Source: an optimization exercise on an open RTL-to-GDS flow (aim: a short achievable clock period and few clock cycles). Production flows keep margins and buffers that such runs may drop. Only the layout flow was run in this run; the RTL was not checked for function there. Power figures rest on the tool's default switching activity, not on a simulated workload.

## flow/config.mk

```make
export PLATFORM = sky130hd
export DESIGN_NAME = rv32i_core
export DESIGN_NICKNAME = rv32i_core
export VERILOG_FILES = /design/flow/design.v
export SDC_FILE = /design/flow/constraint.sdc
export NUM_CORES = 4
export LEC_CHECK = 0
export CAP_MARGIN = 20
export CORE_MARGIN = 2
export CORE_UTILIZATION = 40
export SLEW_MARGIN = 20
```

## flow/constraint.sdc

```tcl
create_clock -name core_clock -period 8.5 [get_ports {clk}]
set_input_delay 1.7000 -clock core_clock [delete_from_list [all_inputs] [get_ports {clk}]]
set_output_delay 1.7000 -clock core_clock [all_outputs]
set_load 0.01 [all_outputs]
```

## flow/design.v

```verilog
`default_nettype none
package rv32_pkg;
    typedef logic [31:0] xlen_t;
    typedef logic [31:0] instr_t;
    typedef logic [4:0]  reg_addr_t;
    localparam logic [6:0] OPC_OP     = 7'b0110011;
    localparam logic [6:0] OPC_OP_IMM = 7'b0010011;
    localparam logic [6:0] OPC_LUI    = 7'b0110111;
    localparam logic [6:0] OPC_AUIPC  = 7'b0010111;
    localparam logic [6:0] OPC_BRANCH = 7'b1100011;
    localparam logic [6:0] OPC_JAL    = 7'b1101111;
    localparam logic [6:0] OPC_JALR   = 7'b1100111;
    localparam int RS_ADD  = 0;
    localparam int RS_SLL  = 1;
    localparam int RS_SLT  = 2;
    localparam int RS_SLTU = 3;
    localparam int RS_XOR  = 4;
    localparam int RS_SR   = 5;
    localparam int RS_OR   = 6;
    localparam int RS_AND  = 7;
    localparam int RS_LINK = 8;
    localparam int RS_N    = 9;
    localparam int BR_N = 6;
    localparam int BTB_IDX = 5;
    localparam int BTB_TAG = 7;
endpackage
`default_nettype wire
`timescale 1ns/1ns
`default_nettype none
module alu (
    input  logic [rv32_pkg::RS_N-1:0] sel,
    input  logic                      sub,
    input  logic                      sra,
    input  logic [31:0]               a,
    input  logic [31:0]               b,
    input  logic [31:0]               link,
    output logic [31:0]               result
);
    logic [31:0] sum;
    logic [31:0] sll;
    logic [31:0] srl;
    logic        slt;
    logic        sltu;
    assign sum  = sub ? (a - b) : (a + b);
    assign sll  = a << b[4:0];
    assign srl  = sra ? 32'($signed(a) >>> b[4:0]) : (a >> b[4:0]);
    assign slt  = $signed(a) < $signed(b);
    assign sltu = a < b;
    assign result = ({32{sel[rv32_pkg::RS_ADD]}}  & sum)
                  | ({32{sel[rv32_pkg::RS_SLL]}}  & sll)
                  | ({32{sel[rv32_pkg::RS_SLT]}}  & {31'b0, slt})
                  | ({32{sel[rv32_pkg::RS_SLTU]}} & {31'b0, sltu})
                  | ({32{sel[rv32_pkg::RS_XOR]}}  & (a ^ b))
                  | ({32{sel[rv32_pkg::RS_SR]}}   & srl)
                  | ({32{sel[rv32_pkg::RS_OR]}}   & (a | b))
                  | ({32{sel[rv32_pkg::RS_AND]}}  & (a & b))
                  | ({32{sel[rv32_pkg::RS_LINK]}} & link);
endmodule
`default_nettype wire
`timescale 1ns/1ns
`default_nettype none
module fetch_unit (
    input  logic                        clk,
    input  logic                        rst,
    output logic [31:0]                 imem_addr,
    input  logic                        redirect_valid,
    input  logic [31:1]                 redirect_target,
    input  logic                        upd_valid,
    input  logic [rv32_pkg::BTB_IDX-1:0] upd_idx,
    input  logic [rv32_pkg::BTB_TAG-1:0] upd_tag,
    input  logic [31:1]                 upd_target,
    output logic [31:1]                 pc_f,
    output logic                        m_valid,
    output logic [31:1]                 pc_m
);
    localparam int NE = 1 << rv32_pkg::BTB_IDX;
    localparam int IL = 2;
    localparam int IH = rv32_pkg::BTB_IDX + 1;
    localparam int TL = rv32_pkg::BTB_IDX + 2;
    localparam int TH = rv32_pkg::BTB_IDX + rv32_pkg::BTB_TAG + 1;
    logic                        rst_q;
    logic [NE-1:0]               btb_v;
    logic [rv32_pkg::BTB_TAG-1:0] btb_tag [0:NE-1];
    logic [31:1]                 btb_tgt [0:NE-1];
    logic [rv32_pkg::BTB_IDX-1:0] idx;
    logic                        hit;
    logic                        pc_f_zero;
    assign imem_addr = {pc_f, 1'b0};
    assign idx       = pc_f[IH:IL];
    assign hit       = btb_v[idx] && (btb_tag[idx] == pc_f[TH:TL]);
    assign pc_f_zero = (pc_f == '0);
    always_ff @(posedge clk) begin
        rst_q <= rst;
        pc_m  <= pc_f;
        if (rst) begin
            pc_f    <= (rst_q && pc_f_zero) ? 31'd2 : 31'd0;
            m_valid <= pc_f_zero;
        end else begin
            m_valid <= !redirect_valid;
            if (redirect_valid)  pc_f <= redirect_target;
            else if (hit)        pc_f <= btb_tgt[idx];
            else                 pc_f <= pc_f + 31'd2;
        end
    end
    always_ff @(posedge clk) begin
        if (rst) begin
            btb_v <= '0;
        end else if (upd_valid) begin
            btb_v[upd_idx] <= 1'b1;
        end
        if (upd_valid) begin
            btb_tag[upd_idx] <= upd_tag;
            btb_tgt[upd_idx] <= upd_target;
        end
    end
endmodule
`default_nettype wire
`timescale 1ns/1ns
`default_nettype none
module decode_unit (
    input  logic                      clk,
    input  logic                      rst,
    input  logic [31:0]               instr,
    input  logic                      m_valid,
    input  logic [31:1]               pc_m,
    input  logic [31:1]               pc_f,
    input  logic                      kill,
    output logic [4:0]                rs1_addr,
    output logic [4:0]                rs2_addr,
    input  logic [31:0]               rs1_data,
    input  logic [31:0]               rs2_data,
    output logic                      e_valid,
    output logic [31:1]               e_pc,
    output logic [31:1]               e_link,
    output logic [31:1]               e_pnpc,
    output logic                      e_seq_ok,
    output logic [31:0]               e_a,
    output logic [31:0]               e_b,
    output logic                      e_fa,
    output logic                      e_fb,
    output logic [31:0]               e_imm,
    output logic [rv32_pkg::RS_N-1:0] e_sel,
    output logic                      e_sub,
    output logic                      e_sra,
    output logic [rv32_pkg::BR_N-1:0] e_br,
    output logic                      e_jal,
    output logic                      e_jalr,
    output logic                      e_wr,
    output logic [4:0]                e_rd
);
    logic [6:0]  opcode;
    logic [2:0]  funct3;
    logic [4:0]  rd;
    logic [31:0] imm_i;
    logic [31:0] imm_u;
    logic [31:0] imm_b;
    logic [31:0] imm_j;
    logic [31:1] link;
    logic is_op, is_opi, is_lui, is_auipc, is_br, is_jal, is_jalr;
    logic use1, use2;
    logic [rv32_pkg::RS_N-1:0] sel;
    logic [rv32_pkg::BR_N-1:0] br;
    logic [31:0] a;
    logic [31:0] b;
    logic [31:0] imm;
    logic        wr;
    assign opcode   = instr[6:0];
    assign rd       = instr[11:7];
    assign funct3   = instr[14:12];
    assign rs1_addr = instr[19:15];
    assign rs2_addr = instr[24:20];
    assign imm_i = {{20{instr[31]}}, instr[31:20]};
    assign imm_u = {instr[31:12], 12'b0};
    assign imm_b = {{19{instr[31]}}, instr[31], instr[7], instr[30:25], instr[11:8], 1'b0};
    assign imm_j = {{11{instr[31]}}, instr[31], instr[19:12], instr[20], instr[30:21], 1'b0};
    assign is_op    = opcode == rv32_pkg::OPC_OP;
    assign is_opi   = opcode == rv32_pkg::OPC_OP_IMM;
    assign is_lui   = opcode == rv32_pkg::OPC_LUI;
    assign is_auipc = opcode == rv32_pkg::OPC_AUIPC;
    assign is_br    = opcode == rv32_pkg::OPC_BRANCH;
    assign is_jal   = opcode == rv32_pkg::OPC_JAL;
    assign is_jalr  = opcode == rv32_pkg::OPC_JALR;
    assign use1 = is_op || is_opi || is_jalr || is_br;
    assign use2 = is_op || is_br;
    assign link = pc_m + 31'd2;
    always_comb begin
        sel = '0;
        if (is_op || is_opi) begin
            sel[funct3 == 3'b000 ? rv32_pkg::RS_ADD  :
                funct3 == 3'b001 ? rv32_pkg::RS_SLL  :
                funct3 == 3'b010 ? rv32_pkg::RS_SLT  :
                funct3 == 3'b011 ? rv32_pkg::RS_SLTU :
                funct3 == 3'b100 ? rv32_pkg::RS_XOR  :
                funct3 == 3'b101 ? rv32_pkg::RS_SR   :
                funct3 == 3'b110 ? rv32_pkg::RS_OR   : rv32_pkg::RS_AND] = 1'b1;
        end
        if (is_lui || is_auipc) sel[rv32_pkg::RS_ADD]  = 1'b1;
        if (is_jal || is_jalr)  sel[rv32_pkg::RS_LINK] = 1'b1;
    end
    always_comb begin
        br = '0;
        if (is_br) begin
            case (funct3)
                3'b000:  br[0] = 1'b1;
                3'b001:  br[1] = 1'b1;
                3'b100:  br[2] = 1'b1;
                3'b101:  br[3] = 1'b1;
                3'b110:  br[4] = 1'b1;
                3'b111:  br[5] = 1'b1;
                default: ;
            endcase
        end
    end
    assign wr = (is_op || is_opi || is_lui || is_auipc || is_jal || is_jalr) && rd != '0;
    assign a   = use1 ? rs1_data : (is_auipc ? {pc_m, 1'b0} : 32'd0);
    assign b   = use2 ? rs2_data : (is_opi ? imm_i : imm_u);
    assign imm = is_br ? imm_b : (is_jal ? imm_j : imm_i);
    always_ff @(posedge clk) begin
        e_valid  <= m_valid && !kill && !rst;
        e_pc     <= pc_m;
        e_link   <= link;
        e_pnpc   <= pc_f;
        e_seq_ok <= pc_f == link;
        e_a      <= a;
        e_b      <= b;
        e_fa     <= use1 && e_valid && e_wr && rs1_addr == e_rd;
        e_fb     <= use2 && e_valid && e_wr && rs2_addr == e_rd;
        e_imm    <= imm;
        e_sel    <= sel;
        e_sub    <= is_op && instr[30];
        e_sra    <= instr[30];
        e_br     <= br;
        e_jal    <= is_jal;
        e_jalr   <= is_jalr;
        e_wr     <= wr;
        e_rd     <= rd;
    end
endmodule
`default_nettype wire
`timescale 1ns/1ns
`default_nettype none
module register_file (
    input  logic        clk,
    input  logic        rst,
    input  logic [4:0]  rs1_addr,
    input  logic [4:0]  rs2_addr,
    output logic [31:0] rs1_data,
    output logic [31:0] rs2_data,
    input  logic        wb_valid,
    input  logic [4:0]  wb_rd,
    input  logic [31:0] wb_data
);
    logic [31:0] regs [1:31];
    always_ff @(posedge clk) begin
        if (rst) begin
            for (int i = 1; i < 32; i++) begin
                regs[i] <= '0;
            end
        end else if (wb_valid) begin
            regs[wb_rd] <= wb_data;
        end
    end
    always_comb begin
        if (rs1_addr == '0)                      rs1_data = '0;
        else if (wb_valid && wb_rd == rs1_addr)  rs1_data = wb_data;
        else                                     rs1_data = regs[rs1_addr];
        if (rs2_addr == '0)                      rs2_data = '0;
        else if (wb_valid && wb_rd == rs2_addr)  rs2_data = wb_data;
        else                                     rs2_data = regs[rs2_addr];
    end
endmodule
`default_nettype wire
`timescale 1ns/1ns
`default_nettype none
module execute_unit (
    input  logic                         clk,
    input  logic                         rst,
    input  logic                         e_valid,
    input  logic [31:1]                  e_pc,
    input  logic [31:1]                  e_link,
    input  logic [31:1]                  e_pnpc,
    input  logic                         e_seq_ok,
    input  logic [31:0]                  e_a,
    input  logic [31:0]                  e_b,
    input  logic                         e_fa,
    input  logic                         e_fb,
    input  logic [31:0]                  e_imm,
    input  logic [rv32_pkg::RS_N-1:0]    e_sel,
    input  logic                         e_sub,
    input  logic                         e_sra,
    input  logic [rv32_pkg::BR_N-1:0]    e_br,
    input  logic                         e_jal,
    input  logic                         e_jalr,
    input  logic                         e_wr,
    input  logic [4:0]                   e_rd,
    output logic                         redirect_valid,
    output logic [31:1]                  redirect_target,
    output logic                         upd_valid,
    output logic [rv32_pkg::BTB_IDX-1:0] upd_idx,
    output logic [rv32_pkg::BTB_TAG-1:0] upd_tag,
    output logic [31:1]                  upd_target,
    output logic                         wb_valid,
    output logic [4:0]                   wb_rd,
    output logic [31:0]                  wb_data
);
    logic [31:0] op_a;
    logic [31:0] op_b;
    logic [31:0] result;
    logic        eq, lt, ltu, taken;
    logic [31:0] br_sum;
    logic [31:0] jr_sum;
    logic        br_ok, jr_ok, ok;
    logic [31:1] npc;
    assign op_a = e_fa ? wb_data : e_a;
    assign op_b = e_fb ? wb_data : e_b;
    alu u_alu (
        .sel    (e_sel),
        .sub    (e_sub),
        .sra    (e_sra),
        .a      (op_a),
        .b      (op_b),
        .link   ({e_link, 1'b0}),
        .result (result)
    );
    assign eq    = op_a == op_b;
    assign lt    = $signed(op_a) < $signed(op_b);
    assign ltu   = op_a < op_b;
    assign taken = |(e_br & {!ltu, ltu, !lt, lt, !eq, eq});
    assign br_sum = {e_pc, 1'b0} + e_imm;
    assign jr_sum = op_a + e_imm;
    always_comb begin
        logic [31:1] cb;
        logic [31:1] cj;
        br_ok = 1'b1;
        jr_ok = 1'b1;
        cb[1] = 1'b0;
        cj[1] = op_a[0] & e_imm[0];
        for (int i = 2; i < 32; i++) begin
            cb[i] = (e_pc[i-1] & e_imm[i-1]) | ((e_pc[i-1] ^ e_imm[i-1]) & ~e_pnpc[i-1]);
            cj[i] = (op_a[i-1] & e_imm[i-1]) | ((op_a[i-1] ^ e_imm[i-1]) & ~e_pnpc[i-1]);
        end
        for (int i = 1; i < 32; i++) begin
            br_ok = br_ok & ~(e_pc[i] ^ e_imm[i] ^ e_pnpc[i] ^ cb[i]);
            jr_ok = jr_ok & ~(op_a[i] ^ e_imm[i] ^ e_pnpc[i] ^ cj[i]);
        end
    end
    assign ok  = e_jalr ? jr_ok : ((e_jal || taken) ? br_ok : e_seq_ok);
    assign npc = e_jalr ? jr_sum[31:1] : ((e_jal || taken) ? br_sum[31:1] : e_link);
    assign redirect_valid  = e_valid && !ok;
    assign redirect_target = npc;
    always_ff @(posedge clk) begin
        upd_valid  <= redirect_valid && !rst;
        upd_idx    <= e_pc[rv32_pkg::BTB_IDX+1:2];
        upd_tag    <= e_pc[rv32_pkg::BTB_IDX+rv32_pkg::BTB_TAG+1:rv32_pkg::BTB_IDX+2];
        upd_target <= npc;
    end
    always_ff @(posedge clk) begin
        wb_valid <= e_valid && e_wr && !rst;
        wb_rd    <= e_rd;
        wb_data  <= result;
    end
endmodule
`default_nettype wire
`timescale 1ns/1ns
`default_nettype none
module rv32i_core (
    input  logic             clk,
    input  logic             rst,
    output logic [31:0]      imem_addr,
    input  logic [31:0]      imem_data,
    output logic             wb_valid,
    output logic [4:0]       wb_rd,
    output logic [31:0]      wb_data
);
    logic        redirect_valid;
    logic [31:1] redirect_target;
    logic        upd_valid;
    logic [rv32_pkg::BTB_IDX-1:0] upd_idx;
    logic [rv32_pkg::BTB_TAG-1:0] upd_tag;
    logic [31:1] upd_target;
    logic [31:1] pc_f;
    logic        m_valid;
    logic [31:1] pc_m;
    logic [4:0]  rs1_addr;
    logic [4:0]  rs2_addr;
    logic [31:0] rs1_data;
    logic [31:0] rs2_data;
    logic                      e_valid;
    logic [31:1]               e_pc;
    logic [31:1]               e_link;
    logic [31:1]               e_pnpc;
    logic                      e_seq_ok;
    logic [31:0]               e_a;
    logic [31:0]               e_b;
    logic                      e_fa;
    logic                      e_fb;
    logic [31:0]               e_imm;
    logic [rv32_pkg::RS_N-1:0] e_sel;
    logic                      e_sub;
    logic                      e_sra;
    logic [rv32_pkg::BR_N-1:0] e_br;
    logic                      e_jal;
    logic                      e_jalr;
    logic                      e_wr;
    logic [4:0]                e_rd;
    fetch_unit u_fetch (
        .clk             (clk),
        .rst             (rst),
        .imem_addr       (imem_addr),
        .redirect_valid  (redirect_valid),
        .redirect_target (redirect_target),
        .upd_valid       (upd_valid),
        .upd_idx         (upd_idx),
        .upd_tag         (upd_tag),
        .upd_target      (upd_target),
        .pc_f            (pc_f),
        .m_valid         (m_valid),
        .pc_m            (pc_m)
    );
    decode_unit u_decode (
        .clk      (clk),
        .rst      (rst),
        .instr    (imem_data),
        .m_valid  (m_valid),
        .pc_m     (pc_m),
        .pc_f     (pc_f),
        .kill     (redirect_valid),
        .rs1_addr (rs1_addr),
        .rs2_addr (rs2_addr),
        .rs1_data (rs1_data),
        .rs2_data (rs2_data),
        .e_valid  (e_valid),
        .e_pc     (e_pc),
        .e_link   (e_link),
        .e_pnpc   (e_pnpc),
        .e_seq_ok (e_seq_ok),
        .e_a      (e_a),
        .e_b      (e_b),
        .e_fa     (e_fa),
        .e_fb     (e_fb),
        .e_imm    (e_imm),
        .e_sel    (e_sel),
        .e_sub    (e_sub),
        .e_sra    (e_sra),
        .e_br     (e_br),
        .e_jal    (e_jal),
        .e_jalr   (e_jalr),
        .e_wr     (e_wr),
        .e_rd     (e_rd)
    );
    register_file u_regfile (
        .clk      (clk),
        .rst      (rst),
        .rs1_addr (rs1_addr),
        .rs2_addr (rs2_addr),
        .rs1_data (rs1_data),
        .rs2_data (rs2_data),
        .wb_valid (wb_valid),
        .wb_rd    (wb_rd),
        .wb_data  (wb_data)
    );
    execute_unit u_execute (
        .clk             (clk),
        .rst             (rst),
        .e_valid         (e_valid),
        .e_pc            (e_pc),
        .e_link          (e_link),
        .e_pnpc          (e_pnpc),
        .e_seq_ok        (e_seq_ok),
        .e_a             (e_a),
        .e_b             (e_b),
        .e_fa            (e_fa),
        .e_fb            (e_fb),
        .e_imm           (e_imm),
        .e_sel           (e_sel),
        .e_sub           (e_sub),
        .e_sra           (e_sra),
        .e_br            (e_br),
        .e_jal           (e_jal),
        .e_jalr          (e_jalr),
        .e_wr            (e_wr),
        .e_rd            (e_rd),
        .redirect_valid  (redirect_valid),
        .redirect_target (redirect_target),
        .upd_valid       (upd_valid),
        .upd_idx         (upd_idx),
        .upd_tag         (upd_tag),
        .upd_target      (upd_target),
        .wb_valid        (wb_valid),
        .wb_rd           (wb_rd),
        .wb_data         (wb_data)
    );
endmodule
`default_nettype wire
```

## flow/run.sh

```bash
#!/bin/bash
# synth_recipe.tcl (not shown) runs the flow's synth.tcl, then flattens the netlist and writes it again
# the make line also repeats each setting of config.mk as NAME=value (left out here)
make -C /OpenROAD-flow-scripts/flow DESIGN_CONFIG=/design/flow/config.mk WORK_HOME=/design/flow/orfs CLKGATE_MAP_FILE= SYNTH_SCRIPT=/design/flow/synth_recipe.tcl finish
```

==> results by group <==
Timing
  • Max Slew Vio Count: 0
  • Achievable clock frequency: between 100 and 150 MHz
  • Rel. slew slack: a little under a fifth
  • Final min period: approximately 7.3 ns
  • Crit share post-route: 85.83%
  • Setup WS post-layout: approximately 1.2 ns
  • Final setup violation count: 0
  • Clock skew: 0.07255 ns
  • Worst-Margin Slew: approximately 1.2 ns
  • Hold Vio Cnt, Final: 0
  • RSZ-0062 raised after global routing: false
  • Setup tns final: 0 ns

Power
  • Pwr Density: 223.1 nW/µm²
  • P_leak: 0.04894 µW
  • Max VDD drop: about 0.24 mV

Critical path
  • Most frequent CP cell: mux2i_1
  • Worst-path cell chain: mux2i_1, ha_1, nor4_1, nand4_1, nor4_1, mux2_2, a2111oi_2, o21ai_1, nor2_4, buf_4, mux2i_1, mux2i_1, a211o_1
  • Crit-path slowest cell: dfxtp_2
  • Critical R2R Launch: u_decode.e_fa
  • R2R setup slack: between 1 and 1.5 ns
  • CP arrival: between 8 and 9 ns
  • Maximum net fanout on the critical path: 22
  • WP data required: between 9 and 10 ns
  • CP endpoint kind: register
  • Reg2Reg Depth: 13
  • CP peak stage delay: between 1 and 1.5 ns
  • Crit Reg-Reg Endpoint: u_fetch.pc_f[2]
  • CP Class: reg2reg
  • CP Launch Point: u_decode.e_fa
  • CP Launch Type: register
  • Crit path to: u_fetch.pc_f[2]

Die
  • Die Y: roughly 570 µm
  • Die extent in x: between 500 and 600 µm
  • Rows: roughly 200
  • Full die area: 320800 µm²
  • Initial Util: approximately two fifths
  • Core area: approximately 310000 µm²
  • # IOs: 104

Placed design
  • Final Wtd Congestion: a little under 1
  • Post-DP HPWL: approximately 280 mm
  • Placement Cell Area: 132800 µm²
  • Number of port buffers: 102
  • Placed cells: roughly 12000
  • Dpl ws: 1.524 ns

Layout
  • Final Cell Area: 142300 µm²
  • FF+latch area: 74390 µm²
  • Filler instances: roughly 27000
  • Fin nets: roughly 8800
  • Synth-to-layout area growth: 12.49%
  • Multi-input logic area: 49620 µm²
  • Post-route non-filler standard cell count: roughly 13000
  • Layout cells sized above 1: between 20% and 30%

Synth
  • Synthesized area per cell: 14.85 µm²
  • Top post-synthesis cells by count: edfxtp_1 (2241), and2_1 (1010), mux4_2 (912), clkbuf_1 (520), nor2_1 (453)
  • Post-Syn Nets: roughly 8800
  • Top_reg_cell synth: edfxtp_1
  • Total number of yosys warnings: 4
  • Mapped cell area: between 100000 and 150000 µm²
  • Post-synth EDFFs: around 2200
  • Top cells by area, synth: edfxtp_1 (53%), mux4_2 (16%), dfxtp_1 (5.6%), and2_1 (5.0%), mux2i_1 (2.5%)
  • Most numerous cell in the Yosys netlist: edfxtp_1
  • Area share of the largest cell type after synthesis: 53.20%
  • Synth area leader: edfxtp_1
  • Post-Syn Instances: 8521
  • Sequential share of the synthesized area: around 59%
  • Async SR Flop Fraction: 0%
  • Synthesized flop and latch total: between 2000 and 3000
  • Distinct cell type count after synthesis: 90

Run
  • Count of max-cap constraint violations: 0

Clock network
  • CTS tree: done
  • H-tree depth: 5
  • Clock Latency Late Sink: approximately 0.95 ns
  • Clock buffer depth: 4
  • Root Buffer Master: clkbuf_16
  • Hold_buf cts: 0
  • # clock sinks: approximately 2600
  • Reg clk slew, reported paths: about 0.060 ns
  • Post-CTS Setup Bufs: 0
  • CTS buffer count: between 200 and 300
  • CTS resizes: 0

Global route
  • First-pass GRT wire length: ~630 mm
  • Remaining global-route overflow: 0
  • Initial antenna violation count: 31
  • Largest net degree at the start of global routing: 119
  • Gr usage total: about 28%
  • Vias in the first global route: slightly above 80000

Run status
  • Status: finished clean

Route
  • Drt wl/cell: roughly 36 µm
  • DR iter-0 viols: about 11000
  • DR vias: 81011
  • Total detailed-routing wirelength: 459.0 mm
  • Initial DRT Pass Iterations: 6
  • Vias per inst: between 6 and 7
  • DRC: 0
  • Detail Route Antenna Nets: 0

Hold path
  • Worst Hold Class: reg2reg
-- worst max-delay path, delay by kind of cell, from the launching register on --
kind,cells,cell delay [ns]
flops,1,1.02
buf+inv,1,0.28
compound gates,3,1.56
fa+ha+maj,1,0.48
mux,4,1.45
simple gates,4,2.32
-- metal layers --
metal | up-vias | part of all wire, % | global-route usage [%] | wire length [µm]
met5 | - | 0.0044 | 0 | 20
met4 | 4 | 6.1 | 14.87 | 27870
met3 | 983 | 8.6 | 4.467 | 39410
met2 | 4547 | 47 | 44.44 | 214000
met1 | 42524 | 39 | 37.10 | 177700
li1 | 32953 | - | - | -
-- metrics by stage --
step                      total power, µW  util, %  hold slack (ns)
after floorplan                     17840        -           0.3290
after global placement              19370    42.19           0.3953
after detailed placement            19400    42.19           0.3923
after CTS                           31880    45.19           0.3977
after global routing                32630    45.20           0.4198
final                               31740    45.22           0.3966
-- report_power, final --
| part | switching [µW] | internal (µW) |
|---|---|---|
| registers | 393 | 14100 |
| logic | 2530 | 2130 |
| clock network | 5400 | 7200 |
| total | 8320 | 23400 |
-- cell usage in the layout (no fill, tap or decap), drive strengths merged, types with 168 or more instances in the layout --
| master | n |
|---|---|
| mux4 | 912 |
| a21oi | 305 |
| mux2i | 322 |
| o21ai | 251 |
| dfxtp | 351 |
| inv | 168 |
| clkbuf | 378 |
| nor2 | 455 |
| and2 | 1012 |
| nand2 | 365 |
| edfxtp | 2241 |
| buf | 264 |
-- cell families (layout without fill, tap and decap cells) --
| kind of cell | Yosys count | count (layout) | synth area share (%) |
|---|---|---|---|
| and+or+nand+nor | 2219 | 2219 | 9.323 |
| adders and majority gates | 229 | 229 | 2.645 |
| other | 1 | 23 | 0.002964 |
| AOI/OAI and AO/OA | 1155 | 1155 | 6.060 |
| DFF | 2592 | 2592 | 58.75 |
| muxes | 1255 | 1255 | 18.97 |
| buffers and inverters | 821 | 1034 | 2.522 |
| xor gates and xnor gates | 249 | 249 | 1.724 |
-- registers in the layout, indices dropped and copies added, names as in the netlist, 5 cells and up --
register,flops
u_decode.e_a,32
u_decode.e_b,32
u_decode.e_br,6
u_decode.e_imm,21
u_decode.e_link,30
u_decode.e_pc,31
u_decode.e_pnpc,31
u_decode.e_rd,5
u_decode.e_sel,9
u_execute.upd_idx,5
u_execute.upd_tag,7
u_execute.upd_target,31
u_execute.wb_data,32
u_execute.wb_rd,5
u_fetch.btb_tag,224
u_fetch.btb_tgt,992
u_fetch.btb_v,32
u_fetch.pc_f,31
u_regfile.regs,1024
-- worst min path at each step --
stage,cells after the start,to,start,slack [ns]
after detailed placement,0,u_decode.e_pc[11],u_decode.e_pnpc[11],0.39
after CTS,0,u_decode.e_pc[11],u_decode.e_pnpc[11],0.40
after global routing,0,u_decode.e_pc[11],u_decode.e_pnpc[11],0.42
after floorplan,0,u_decode.e_pc[4],u_decode.e_pnpc[4],0.33
final,0,u_decode.e_pc[11],u_decode.e_pnpc[11],0.40
after global placement,0,u_decode.e_pc[11],u_decode.e_pnpc[11],0.40
-- final cells by class --
type | instances | share of cell area [%]
sequential | 2592 | 52.28
multi-input combinational | 5108 | 34.87
clock buffer | 378 | 5.651
tap | 4160 | 3.658
timing repair buffer | 355 | 2.132
clock inverter | 151 | 0.9751
inverter | 150 | 0.3974
antenna | 22 | 0.03869

==> what the ideal ports hide <==
In the flow no input, the clock included, has a driving cell. The finished layout below was timed again as built, in two steps. Step 1: set_driving_cell puts a clkbuf_16 on clk and a buf_2 on each other input, an assumption about the parent block. Step 2 moves the port delays by t, midway between the first and last clock arrival at a register: inputs arrive t later, outputs are due t later. That takes back most of the time a late clock gives input paths. Slacks: ideal ports / drivers / drivers and shift; pairs: ideal ports / drivers.
t, ns: 1.010
setup slack, ns: 1.204 / 1.204 / 1.204
worst register clock-pin slew, ns: 0.07 / 0.07
worst data-port slew with drivers (ns): 0.15
cell pins on the clock port's net: 1
After both steps setup and hold are still met in this run. For this run, drivers alone change the setup slack by 0.000 ns; drivers and shift together by 0.000 ns.
